This is an optimization exercise on Yosys and OpenROAD, whose aim is small area, a short achievable clock period and few clock cycles per item, not a production implementation.
In this exercise RTL edits were held to simulation tests only and were not proved equivalent to the original.

== main ==
==> flow/design.v (excerpt) <==
module gyro_bias_calibrate_convert (
	input  wire logic        clk,
	input  wire logic        arst_n,
	input  wire logic        cfg_valid,
	output logic             cfg_ready,
	input  wire logic [1:0]  cfg_addr,
	input  wire logic [15:0] cfg_data,
	input  wire logic        s_tvalid,
	output logic             s_tready,
	input  wire logic [63:0] s_tdata,
	input  wire logic [1:0]  s_tuser,
	output logic             m_tvalid,
	input  wire logic        m_tready,
	output logic [95:0]      m_tdata,
	output logic [2:0]       m_tuser
);
Settings: LEC_CHECK=0, ABC_CLOCK_PERIOD_IN_PS=3500, CAP_MARGIN=20, CORE_MARGIN=2, CORE_UTILIZATION=40, SETUP_SLACK_MARGIN=5, SLEW_MARGIN=20; clock period 10.0 ns.
run.sh (not shown) runs the stock make flow with config.mk's settings and CLKGATE_MAP_FILE= SYNTH_SCRIPT=/design/flow/synth_recipe.tcl, a recipe that flattens the netlist after the stock synthesis.
main went all the way through the flow, and no timing, DRC or antenna check failed.
Testbench counts of main, summed over its fixed seeds: cycles 2,232, items 1,848.
Input-level comparison between the feature branch and main:
diff --git a/flow/design.v b/flow/design.v
--- a/flow/design.v
+++ b/flow/design.v
@@ -964,31 +964,22 @@
 			st_in = run_end ? ((good_q == 16'd0 && !in_ok) ? 3'd4 : 3'd3) : 3'd2;
 		else if (!in_ok)
 			st_in = 3'd1;
 		else
 			st_in = 3'd0;
 	end
 	logic [16:0] d_in [3];
-	logic        pass_sel;
-	logic        pass_go;
-	logic        cb_eff [3];
-	assign pass_sel = cpend_q || div_fix_q;
-	assign pass_go  = (cpend_q && !hold_q && !cwait_q) || div_fix_q;
-	always_comb begin
-		for (int a = 0; a < 3; a++)
-			cb_eff[a] = div_fix_q ? (nb_q[a][24] || (sum_q[a][17:2] == good_q - 16'd1)) : cb_q[a];
-	end
 	logic        nobias;
-	assign nobias = cal_q && !pass_sel;
+	assign nobias = cal_q && !cpend_q;
 	always_comb begin
 		for (int a = 0; a < 3; a++) begin
 			logic [24:0] d;
 			d = {f_data[16*a+15], f_data[16*a +: 16], 8'd0}
-			  + (nobias ? 25'd0 : nb_q[a]) + 25'(!nobias && cb_eff[a]);
-			d_in[a] = pass_sel ? {9'd0, d[7:0]} : d[24:8];
+			  + (nobias ? 25'd0 : nb_q[a]) + 25'(!nobias && cb_q[a]);
+			d_in[a] = cpend_q ? {9'd0, d[7:0]} : d[24:8];
 		end
 	end
 	always_ff @(posedge clk or negedge arst_n) begin
 		if (!arst_n) begin
 			cal_samples_q <= 16'd100;
 			dps_q         <= booth(16'd4559);
 		end else if (cfg_valid) begin
@@ -1024,15 +1015,15 @@
 	end
 	always_ff @(posedge clk or negedge arst_n) begin
 		if (!arst_n) begin
 			v1_q  <= 1'b0;
 			cp1_q <= 1'b0;
 		end else if (en) begin
 			v1_q  <= take;
-			cp1_q <= pass_go;
+			cp1_q <= cpend_q && !hold_q && !cwait_q;
 		end
 	end
 	always_ff @(posedge clk) begin
 		if (en) begin
 			st1_q  <= st_in;
 			acc1_q <= take && !in_req && cal_q && in_ok;
 			clr1_q <= take && in_req;
@@ -1111,18 +1102,18 @@
 				nb_q[a] <= 25'd0;
 				cb_q[a] <= 1'b0;
 			end
 		end else begin
 			if (take && !in_req && run_end && (good_q != 16'd0 || in_ok))
 				hold_q <= 1'b1;
 			if (en)
-				cwait_q <= pass_go;
+				cwait_q <= cpend_q && !hold_q && !cwait_q;
 			if (cfg_valid && cfg_addr == 2'd1)
-				cpend_q <= nbl_nz || (cpend_q && !(en && pass_go));
-			else if (en && pass_go)
+				cpend_q <= nbl_nz || (cpend_q && !(en && !hold_q && !cwait_q));
+			else if (en && !hold_q && !cwait_q)
 				cpend_q <= 1'b0;
 			if (fire1 && div1_q) begin
 				for (int a = 0; a < 3; a++) begin
 					logic sg;
 					sg = sum_nxt[a][31];
 					nb_q[a] <= {!sg, sum_nxt[a][13:0] ^ {14{sg}}, {8{sg}}, 2'b00};
 				end
@@ -1137,17 +1128,17 @@
 				if (div_cnt_q == 4'd0) begin
 					div_run_q <= 1'b0;
 					div_fix_q <= 1'b1;
 				end
 			end
 			if (div_fix_q) begin
 				for (int a = 0; a < 3; a++)
-					cb_q[a] <= cb_eff[a];
+					cb_q[a] <= nb_q[a][24] || (sum_q[a][17:2] == good_q - 16'd1);
 				hold_q    <= 1'b0;
-				cpend_q   <= !en;
+				cpend_q   <= 1'b1;
 			end
 		end
 	end
 	logic [24:0] ha [3];
 	logic [24:0] hb [3];
 	logic        cy [3];
 	logic [16:0] tha, thb;
[summary]
- Diff main -> the feature branch: final worst slack went up by 0.025 ns, final routed wirelength across all metal layers shows a reduction of about 6%, compound-cell area share of the yosys netlist moved down, count of clock-buffer cells in the layout climbed 5.
- Going from main to the feature branch, the met3 wire length was found to have gone down by 930 um.
- The feature branch vs main — number of global-route vias before repair dropped 2.6%.
- Diff main -> the feature branch | total number of vias | decrease of about 4%
- Of the feature branch and main, it is the feature branch that has the lower height of the die.
- Compared to main, the feature branch has count of buffers not belonging to the clock network in the layout 82 lower.
- Synthesized area improves in the feature branch relative to main.
Testbench counts of the feature branch, summed over its fixed seeds: cycles 2,256, items 1,848.

## separate check: timing with driven ports
The flow's constraints put no driver on any port. The routed layouts listed below were extracted and timed again, unchanged, in two steps. Step 1: set_driving_cell puts a clkbuf_16 on clk and a buf_2 on each other input, an assumption about the parent block. Step 2 also shifts input and output timing later by t, the mid clock arrival at the registers, as if the neighbouring blocks saw the same clock. Slacks: ideal ports / drivers / drivers and shift; pairs: ideal ports / drivers.
run	t, ns	slack for setup (ns)	latest minus earliest clock arrival (ns)	pins driven straight from the clock port
main	0.797	4.980 / 4.980 / 4.473	0.062 / 0.063	1
the feature branch	0.795	5.005 / 4.976 / 4.611	0.083 / 0.083	1
After both steps every run listed still meets setup and hold. For main, which loses most, drivers alone change the setup slack by 0.000 ns; drivers and shift together by -0.507 ns.
